This design comes from an exercise in tuning for small area on the open sky130 flow, not from production work. Only simulation tests tie the RTL to the original design; equivalence was not proved. Power and IR drop assume default switching activity.

==> flow/design.v <==
package sys_pkg;
   localparam int num_timers  = 8;                     
   localparam int timer_w     = 20;
   localparam int timer_idx_w = $clog2(num_timers);
   localparam logic [7:0] reg_cpu_speed    = 8'h00;
   localparam logic [7:0] reg_timer_index  = 8'h01;
   localparam logic [7:0] reg_ticks_lo     = 8'h02;
   localparam logic [7:0] reg_ticks_mid    = 8'h03;
   localparam logic [7:0] reg_ticks_hi     = 8'h04;
   localparam logic [7:0] reg_timer_load   = 8'h05;
   localparam logic [7:0] reg_timer_enable = 8'h06;
   localparam logic [7:0] reg_irq          = 8'h07;   
   localparam logic [7:0] reg_uart_status  = 8'h08;
   localparam logic [7:0] reg_uart_data    = 8'h09;
   localparam int speed_w    = 3;
   localparam int throttle_w = 5;
   localparam int uart_clks_per_bit = 16;              
   localparam int uart_cnt_w        = $clog2(uart_clks_per_bit);
endpackage
`timescale 1ns/100ps
module sys_regs (
   input  logic                               sys_clk,
   input  logic                               reset_n,
   input  logic                               bus_sel,
   input  logic                               bus_wr_en,
   input  logic                               bus_rd_req,
   input  logic [7:0]                         bus_addr,
   input  logic [7:0]                         bus_wr_data,
   output logic [7:0]                         bus_rd_data,
   output logic                               bus_ready,
   output logic                               rst,
   output logic [7:0]                         wd,
   output logic [sys_pkg::speed_w-1:0]        cpu_speed,
   output logic [sys_pkg::num_timers-1:0]     we_lo,
   output logic [sys_pkg::num_timers-1:0]     we_mid,
   output logic [sys_pkg::num_timers-1:0]     we_hi,
   output logic [sys_pkg::num_timers-1:0]     we_en,
   output logic [sys_pkg::num_timers-1:0]     timer_load,
   output logic [sys_pkg::num_timers-1:0]     timer_ack,
   input  logic [sys_pkg::num_timers-1:0][sys_pkg::timer_w-1:0] timer_value,
   input  logic [sys_pkg::num_timers-1:0]     timer_enable,
   input  logic [sys_pkg::num_timers-1:0]     timer_irq,
   output logic                               tx_start,
   input  logic                               tx_busy,
   output logic                               rx_pop,
   input  logic [7:0]                         rx_data,
   input  logic                               rx_avail,
   input  logic                               rx_wait
);
   localparam int nt = sys_pkg::num_timers;
   localparam int tw = sys_pkg::timer_w;
   logic                            wr;
   logic                            hi0;
   logic [9:0]                      a;
   logic [sys_pkg::timer_idx_w-1:0] timer_index;
   logic [nt-1:0]                   idx;        
   logic [nt-1:0]                   idx_d;
   logic [tw-1:0]                   cnt;
   logic                            en_sel;
   logic [7:0]                      rd;
   logic                            rd_req_q;
   logic                            rd_rise;
   logic                            rd_active;
   logic                            rd_settle;
   assign rst = !reset_n;
   assign wd  = bus_wr_data & {8{reset_n}};
   assign wr  = bus_sel & bus_wr_en;
   assign hi0 = bus_addr[7:4] == 4'h0;
   for (genvar k = 0; k < 10; k++) begin : gen_addr
      assign a[k] = hi0 && bus_addr[3:0] == 4'(k);
   end
   for (genvar i = 0; i < nt; i++) begin : gen_idx
      assign idx_d[i]      = rst ? (i == 0) : bus_wr_data[sys_pkg::timer_idx_w-1:0] == 3'(i);
      assign we_lo[i]      = rst | (wr & a[2] & idx[i]);
      assign we_mid[i]     = rst | (wr & a[3] & idx[i]);
      assign we_hi[i]      = rst | (wr & a[4] & idx[i]);
      assign we_en[i]      = rst | (wr & a[6] & idx[i]);
      assign timer_load[i] = wr & a[5] & idx[i];
      assign timer_ack[i]  = wr & a[7] & idx[i];
   end
   always_ff @(posedge sys_clk) begin
      if (rst | (wr & a[0])) cpu_speed   <= wd[sys_pkg::speed_w-1:0];
      if (rst | (wr & a[1])) idx         <= idx_d;
   end
   assign tx_start = wr & a[9] & !tx_busy;   
   always_comb begin
      timer_index = '0;
      for (int i = 0; i < nt; i++) begin
         timer_index = timer_index | ({sys_pkg::timer_idx_w{idx[i]}} & sys_pkg::timer_idx_w'(i));
      end
   end
   always_comb begin
      cnt    = '0;
      en_sel = 1'b0;
      for (int i = 0; i < nt; i++) begin
         cnt    = cnt | (timer_value[i] & {tw{idx[i]}});
         en_sel = en_sel | (timer_enable[i] & idx[i]);
      end
   end
   always_comb begin
      rd = 8'h00;
      for (int i = 0; i < nt; i++) begin
         rd[i] = a[7] & timer_irq[nt-1-i];    
      end
      rd = rd | ({8{a[0]}} & 8'(cpu_speed))
              | ({8{a[1]}} & 8'(timer_index))
              | ({8{a[2]}} & cnt[7:0])
              | ({8{a[3]}} & cnt[15:8])
              | ({8{a[4]}} & 8'(cnt[tw-1:16]))
              | ({8{a[6]}} & 8'(en_sel))
              | ({8{a[8]}} & {6'b0, tx_busy, rx_avail})
              | ({8{a[9]}} & rx_data);
   end
   always_ff @(posedge sys_clk) begin
      bus_rd_data <= rd;
   end
   assign rd_rise = bus_sel & bus_rd_req & ~rd_req_q;
   always_ff @(posedge sys_clk) begin
      if (rst) begin
         rd_req_q  <= 1'b0;
         rd_active <= 1'b0;
         rd_settle <= 1'b0;
         rx_pop    <= 1'b0;
      end else begin
         rd_req_q <= bus_rd_req;
         rx_pop   <= rd_rise && a[9];
         if (rd_rise) begin
            rd_active <= 1'b1;
            rd_settle <= 1'b1;
         end else if (rd_active) begin
            rd_settle <= 1'b0;
            if (!rd_settle && !rx_pop && !rx_wait) begin
               rd_active <= 1'b0;    
            end
         end
      end
   end
   assign bus_ready = ~rd_active;
endmodule
`timescale 1ns/100ps
module sys_timer (
   input  logic                        sys_clk,
   input  logic                        rst,
   input  logic                        we_lo,
   input  logic                        we_mid,
   input  logic                        we_hi,
   input  logic                        we_en,
   input  logic                        load,
   input  logic                        ack,
   input  logic [7:0]                  wd,
   output logic [sys_pkg::timer_w-1:0] value,
   output logic                        enable,
   output logic                        irq
);
   localparam int w = sys_pkg::timer_w;
   logic [w-1:0] limit;
   logic [w:0]   carry;
   logic         terminal;
   logic         clr;
   always_ff @(posedge sys_clk) begin
      if (we_lo)  limit[7:0]   <= wd;
      if (we_mid) limit[15:8]  <= wd;
      if (we_hi)  limit[w-1:16] <= wd[w-17:0];
      if (we_en)  enable       <= wd[0];
   end
   assign terminal = enable && !load && value == limit;
   assign clr      = rst | load | terminal;
   assign carry[0] = enable;
   for (genvar i = 0; i < w; i++) begin : gen_carry
      assign carry[i+1] = carry[i] & value[i];
   end
   always_ff @(posedge sys_clk) begin
      value <= clr ? '0 : value ^ carry[w-1:0];
   end
   always_ff @(posedge sys_clk) begin
      irq <= !rst && (terminal || (irq && !ack));
   end
endmodule
`timescale 1ns/100ps
module cpu_throttle (
   input  logic                        sys_clk,
   input  logic                        rst,
   input  logic [sys_pkg::speed_w-1:0] speed,
   output logic                        clk_en
);
   logic [sys_pkg::throttle_w-1:0] div_cnt;
   logic [sys_pkg::throttle_w-1:0] phase;
   logic                           sel_phase;
   logic                           sel_phase_q;
   always_ff @(posedge sys_clk) begin
      if (rst) begin
         div_cnt <= '0;
      end else begin
         div_cnt <= div_cnt + 1'b1;
      end
   end
   assign phase = ~div_cnt;
   always_comb begin
      case (speed)
         3'd0:    sel_phase = 1'b1;
         3'd1:    sel_phase = phase[0];
         3'd2:    sel_phase = phase[1];
         3'd3:    sel_phase = phase[2];
         3'd4:    sel_phase = phase[3];
         default: sel_phase = phase[4];     
      endcase
   end
   always_ff @(posedge sys_clk) begin
      if (rst) begin
         sel_phase_q <= 1'b0;
         clk_en      <= 1'b1;
      end else begin
         sel_phase_q <= sel_phase;
         clk_en      <= (speed == '0) | (sel_phase & ~sel_phase_q);
      end
   end
endmodule
`timescale 1ns/100ps
module uart (
   input  logic       sys_clk,
   input  logic       rst,
   input  logic       rx,
   output logic       tx,
   input  logic [7:0] tx_data,
   input  logic       tx_start,
   output logic       tx_busy,
   output logic [7:0] rx_data,
   output logic       rx_avail,
   input  logic       rx_pop,
   output logic       rx_wait
);
   logic [10:0] tx_shift;
   logic [3:0]  tx_cnt;      
   assign tx      = tx_shift[0];
   assign tx_busy = tx_shift[1] | tx_shift[2] | tx_shift[4] | tx_shift[6] |
                    tx_shift[8] | tx_shift[10];
   always_ff @(posedge sys_clk) begin
      if (rst) begin
         tx_shift <= 11'd1;
      end else if (tx_start || (tx_busy && tx_cnt == 4'd15)) begin
         tx_shift <= {1'b0, tx_shift[10:1]} | ({11{tx_start}} & {2'b11, tx_data, 1'b0});
      end
   end
   always_ff @(posedge sys_clk) begin
      tx_cnt <= {4{tx_busy}} & (tx_cnt + 1'b1);
   end
   logic [1:0] rx_sync;
   logic       rx_s;
   logic       rx_busy;
   logic       rx_first;     
   logic [3:0] rx_cnt;
   logic [8:0] rx_shift;
   logic       tick;
   logic       store;
   assign rx_s  = rx_sync[1];
   assign tick  = rx_cnt == 4'd15;
   assign store = !rst && rx_busy && tick && !rx_first && rx_shift[0] && rx_s;
   always_ff @(posedge sys_clk) begin
      if (rst) begin
         rx_sync  <= 2'b11;
         rx_busy  <= 1'b0;
         rx_avail <= 1'b0;
         rx_wait  <= 1'b0;
      end else begin
         rx_sync <= {rx_sync[0], rx};
         rx_wait <= rx_pop;
         if (!rx_busy) begin
            rx_busy <= !rx_s;
         end else if (tick && (rx_first ? rx_s : rx_shift[0])) begin
            rx_busy <= 1'b0;
         end
         rx_avail <= store || (rx_avail && !rx_pop);
      end
   end
   always_ff @(posedge sys_clk) begin
      if (!rx_busy) begin
         rx_cnt   <= 4'd8;
         rx_first <= 1'b1;
         rx_shift <= 9'h100;
      end else begin
         rx_cnt <= rx_cnt + 1'b1;
         if (tick) begin
            rx_first <= 1'b0;
            if (!rx_first) rx_shift <= {rx_s, rx_shift[8:1]};
         end
      end
   end
   always_ff @(posedge sys_clk) begin
      if (store) rx_data <= rx_shift[8:1];
   end
endmodule
`timescale 1ns/100ps
module sys_periph (
   input  logic       sys_clk,
   input  logic       reset_n,
   input  logic       bus_sel,
   input  logic       bus_wr_en,
   input  logic       bus_rd_req,
   input  logic [7:0] bus_addr,
   input  logic [7:0] bus_wr_data,
   output logic [7:0] bus_rd_data,
   output logic       bus_ready,
   input  logic       uart_rx,
   output logic       uart_tx,
   output logic       cpu_clk_en,
   output logic       irq_n
);
   localparam int nt = sys_pkg::num_timers;
   logic                           rst;
   logic [7:0]                     wd;
   logic [sys_pkg::speed_w-1:0]    cpu_speed;
   logic [nt-1:0]                  we_lo;
   logic [nt-1:0]                  we_mid;
   logic [nt-1:0]                  we_hi;
   logic [nt-1:0]                  we_en;
   logic [nt-1:0]                  timer_enable;
   logic [nt-1:0]                  timer_load;
   logic [nt-1:0]                  timer_ack;
   logic [nt-1:0]                  timer_irq;
   logic [nt-1:0][sys_pkg::timer_w-1:0] timer_value;
   logic                           tx_start;
   logic                           tx_busy;
   logic                           rx_pop;
   logic [7:0]                     rx_data;
   logic                           rx_avail;
   logic                           rx_wait;
   sys_regs regs0 (
      .sys_clk      (sys_clk),
      .reset_n      (reset_n),
      .bus_sel      (bus_sel),
      .bus_wr_en    (bus_wr_en),
      .bus_rd_req   (bus_rd_req),
      .bus_addr     (bus_addr),
      .bus_wr_data  (bus_wr_data),
      .bus_rd_data  (bus_rd_data),
      .bus_ready    (bus_ready),
      .rst          (rst),
      .wd           (wd),
      .cpu_speed    (cpu_speed),
      .we_lo        (we_lo),
      .we_mid       (we_mid),
      .we_hi        (we_hi),
      .we_en        (we_en),
      .timer_load   (timer_load),
      .timer_ack    (timer_ack),
      .timer_value  (timer_value),
      .timer_enable (timer_enable),
      .timer_irq    (timer_irq),
      .tx_start     (tx_start),
      .tx_busy      (tx_busy),
      .rx_pop       (rx_pop),
      .rx_data      (rx_data),
      .rx_avail     (rx_avail),
      .rx_wait      (rx_wait)
   );
   for (genvar i = 0; i < nt; i++) begin : gen_timers
      sys_timer timer0 (
         .sys_clk (sys_clk),
         .rst     (rst),
         .we_lo   (we_lo[i]),
         .we_mid  (we_mid[i]),
         .we_hi   (we_hi[i]),
         .we_en   (we_en[i]),
         .load    (timer_load[i]),
         .ack     (timer_ack[i]),
         .wd      (wd),
         .value   (timer_value[i]),
         .enable  (timer_enable[i]),
         .irq     (timer_irq[i])
      );
   end
   cpu_throttle throttle0 (
      .sys_clk (sys_clk),
      .rst     (rst),
      .speed   (cpu_speed),
      .clk_en  (cpu_clk_en)
   );
   uart uart0 (
      .sys_clk  (sys_clk),
      .rst      (rst),
      .rx       (uart_rx),
      .tx       (uart_tx),
      .tx_data  (bus_wr_data),
      .tx_start (tx_start),
      .tx_busy  (tx_busy),
      .rx_data  (rx_data),
      .rx_avail (rx_avail),
      .rx_pop   (rx_pop),
      .rx_wait  (rx_wait)
   );
   assign irq_n = ~|timer_irq;    
endmodule
==> flow/flow/run.sh <==
#!/bin/bash
# Standard ORFS layout with two changes: ports are buffered with the
# smallest buffer, and clock tree synthesis inserts no dummy loads.
set -euo pipefail
export BUFFER_PORTS_ARGS="-buffer_cell sky130_fd_sc_hd__buf_1"
export CTS_ARGS="-sink_clustering_enable -repair_clock_nets -dont_use_dummy_load -buf_list sky130_fd_sc_hd__clkbuf_8 -sink_clustering_size 18 -sink_clustering_max_diameter 70"
bash standard.sh synth > synth.log 2>&1
bash standard.sh floorplan > floorplan.log 2>&1
bash standard.sh place > place.log 2>&1
bash standard.sh cts > cts.log 2>&1
bash standard.sh finish > finish.log 2>&1
==> flow/standard.sh <==
#!/bin/bash
# synth_recipe.tcl (not shown) runs the flow's synth.tcl, then flattens the netlist and writes it again
# the make line also repeats each setting of config.mk as NAME=value (left out here)
make -C /OpenROAD-flow-scripts/flow DESIGN_CONFIG=/design/flow/config.mk WORK_HOME=/design/flow/orfs CLKGATE_MAP_FILE= SYNTH_SCRIPT=/design/flow/synth_recipe.tcl "${@:-finish}"
==> flow/config.mk <==
export PLATFORM = sky130hd
export DESIGN_NAME = sys_periph
export DESIGN_NICKNAME = sys_periph
export VERILOG_FILES = /design/flow/design.v
export SDC_FILE = /design/flow/constraint.sdc
export NUM_CORES = 4
export LEC_CHECK = 0
export CAP_MARGIN = 5
export CORE_MARGIN = 2
export CORE_UTILIZATION = 40
export CTS_BUF_LIST = sky130_fd_sc_hd__clkbuf_8
export CTS_CLUSTER_DIAMETER = 70
export CTS_CLUSTER_SIZE = 18
export SLEW_MARGIN = 5
==> flow/constraint.sdc <==
create_clock -name core_clock -period 10.0 [get_ports {sys_clk}]
set_input_delay 2.0000 -clock core_clock [delete_from_list [all_inputs] [get_ports {sys_clk}]]
set_output_delay 2.0000 -clock core_clock [all_outputs]
set_load 0.01 [all_outputs]
==> notes.md <==
final timing paths:
kind | start | to | slack [ns] | cells past startpoint
hold / removal | uart0.rx_sync[0]$_SDFF_PN1_ | uart0.rx_sync[1]$_SDFF_PN1_ | 0.43 | 1
hold reg to reg | uart0.rx_sync[0]$_SDFF_PN1_ | uart0.rx_sync[1]$_SDFF_PN1_ | 0.43 | 1
setup reg to reg | gen_timers[5].timer0.enable$_DFFE_PP_ | gen_timers[5].timer0.value[19]$_SDFF_PP0_ | 5.57 | 21
setup / recovery | bus_addr[5] | gen_timers[7].timer0.limit[5]$_DFFE_PP_ | 5.55 | 6
cell usage in the layout (no fill, tap or decap), drive strengths merged, types with 31 or more instances in the layout:
master,synthesis,final
a22oi,94,94
and2,174,174
buf,15,47
dfxtp,221,221
edfxtp,187,187
ha,155,155
nand2,101,101
nand4,73,73
nor2,34,34
o21ai,31,31
xnor2,133,133
xor2,42,42
per-layer routing:
metal	global-route usage (%)	share of wire [%]
met3	3.14	7.9
met1	29.1	43
met2	34.1	46
met5	0	0
met4	6.02	3.2
area by class of cell:
type                            count  area share, %
Sequential cell                   408           53.1
Multi-Input combinational cell    978           39.3
Tap cell                          592           3.92
Clock buffer                       29           2.11
Timing Repair Buffer               48           1.26
Inverter                           16          0.317
worst max-delay path, cell delays in order:
cell and delay (ns):
buf_1 0.10, nor4_4 0.89, nand3b_2 0.32, nor4_4 0.98
nand2_1 0.11, nand2_1 0.31
power by group through the flow:
stage / clock network, mW / logic, mW / registers [mW]
3_5_place_dp: 0 / 0.187 / 1.91
3_3_place_gp: 0 / 0.183 / 1.91
4_1_cts: 0.785 / 0.188 / 1.87
2_1_floorplan: 0 / 0.131 / 1.89
6_report: 0.761 / 0.189 / 1.87
5_1_grt: 0.836 / 0.206 / 1.88
cells by family (layout without fill, tap and decap cells):
kind of cell               after synthesis  in the layout  synth area share, %
xor gates and xnor gates               175            175                 8.62
buffers and inverters                   76             93                 1.73
and+or+nand+nor                        466            466                 15.0
AOI/OAI and AO/OA                      180            180                 7.15
DFF                                    408            408                 56.5
muxes                                    2              2                0.120
adders and majority gates              155            155                 10.9
flip-flops by register name, summed over array words and instances, names as in the netlist, 2 cells and up:
name and cells:
gen_timers.timer0.limit 160, gen_timers.timer0.value 160, uart0.tx_shift 11, uart0.rx_shift 9, gen_timers.timer0.enable 8, gen_timers.timer0.irq 8, regs0.bus_rd_data 8, regs0.idx 8
uart0.rx_data 8, throttle0.div_cnt 5, uart0.rx_cnt 4, uart0.tx_cnt 4, regs0.cpu_speed 3, uart0.rx_sync 2
==> impl_metrics.yaml <==
floorplanning:
  die_h_um: 215
  start_util_pct: 40.4
  pin_count: 34
  rows: 77
  dieArea_um2: 46100
  die_x_um: 215
  coreArea_um2: 44000
logic_synthesis:
  yosys-top-cells-count: "221 x dfxtp_1, 187 x edfxtp_1, 174 x and2_1"
  synth_cells: 1462
  synthTopCellsByArea: "edfxtp_1 32%, dfxtp_1 25%, ha_1 11%"
  yosysMostFrequentCell: "dfxtp_1"
  synth-seq-cells: 408
  ys_seq_area_share_pct: 56.5
  synthFlopType: "dfxtp_1"
  synth_top_cell_by_area: "edfxtp_1"
  async_flop_share_pct: 0
  netlist.area_leader.share_pct: 31.6
  yosysUniqueCellTypes: 57
  syn_nets: 1639
  synth_edf_count: 187
  synth_area_um2: 17800
  synth.avg_cell_area_um2: 12.2
  ys_warn_count: 4
cells_and_area:
  drive_above_1_share_pct: 4.33
  nNetsFinal: 1658
  nFillCells: 4102
  fin_util_pct: 43.0
  design_area_um2: 18900
  diodes: 0
  area_growth_pct: 6.44
  regArea_um2: 10000
  final_cells: 2071
  multi_input_area_um2: 7440
place:
  place_area_um2: 18500
  placed_cells: 2041
  gp_congestion: 0.931
  io_buffer_count: 33
  dp_hpwl_um: 35500
  dp_slack_ns: 4.98
grt:
  grt-ovfl-total: 0
  grt_pass1_wl_um: 72700
  grt_pass1_vias: 11200
  grt_max_degree: 77
  grt_use_total_pct: 21.0
  antenna_found_initial: 0
timing:
  finalCritPeriodShare_pct: 44.5
  fin_skew_ns: 0.0947
  timing.hold.ws_ns: 0.426
  max_freq_mhz: 225
  period_needed_ns: 4.45
  setup-tns-final_ns: 0
  worst_pin_slew_ns: 1.24
  slew_headroom_pct: 17.5
  setup_ws_ns: 5.55
  hold_violations: 0
  rsz0062_at_grt: "false"
  finalSetupViolCount: 0
  slew_viol_final: 0
detailed_routing:
  routedWlPerCell_um: 23.4
  routed_via_density: 5.51
  ant_nets: 0
  via_count: 11400
  drt_first_pass_iters: 6
  drt_iter0_drc: 1146
  drc_errors: 0
  drt-total-wl_um: 48600
job:
  cap_viol_max_count: 0
worst_setup_path:
  crit_fanout: 18
  cp-start-kind: "input pin"
  crit_type: "in2reg"
  required_ns: 10.26
  crit_arrival_ns: 4.71
  end_kind: "register"
clock_tree:
  clock_path_buffers: 3
  clk_latency_ns: 0.67
  cts_tree: "done"
  hold_buffers: 0
  clkTransAtPathRegs_ns: 0.11
  cts_max_level: 1
  cts_setup_buffers: 0
  cts_inserted_buffers: 29
  cts.sinks: 408
  cts_resized: 0
  root_buffer: "clkbuf_8"
pwr:
  power_mw: 2.82
  pwr_density_cell_nw_per_um2: 149
  p_switching_uw: 675
  comb_power_share_pct: 6.7
  p_sw_share_pct: 23.9
  intPower_mw: 2.15
  clockPowerShare_pct: 27.0
  ir_drop_uv: 118
  p_leak_nw: 7.52
  p_seq_share_pct: 66.3
hold_path:
  hold_path_class: "reg2reg"
run_status:
  status: "finished clean"

[afterwards: timing with drivers on the ports]
How much do the figures lean on ideal ports? The routed layout below was timed once more, with nothing changed but the port constraints.
Step 1 sets driving cells, clkbuf_16 on the clock port and buf_2 on the other inputs (assumed; they add their load-dependent delay and slew).
Step 2, shift: input delay + t, output delay - t, t = (earliest + latest rising clock arrival at the registers) / 2. This alone moves slack from input paths to output paths.
a / b / c = ideal / step 1 / step 2; a / b = the first two.
t (ns): 0.680
setup WS [ns]: 5.551 / 5.572 / 4.903
worst setup path at the end: input to register
clock arrival spread, ns: 0.098 / 0.098
After both steps setup and hold are still met in this run. For this run, drivers alone change the setup slack by +0.021 ns; drivers and shift together by -0.648 ns.
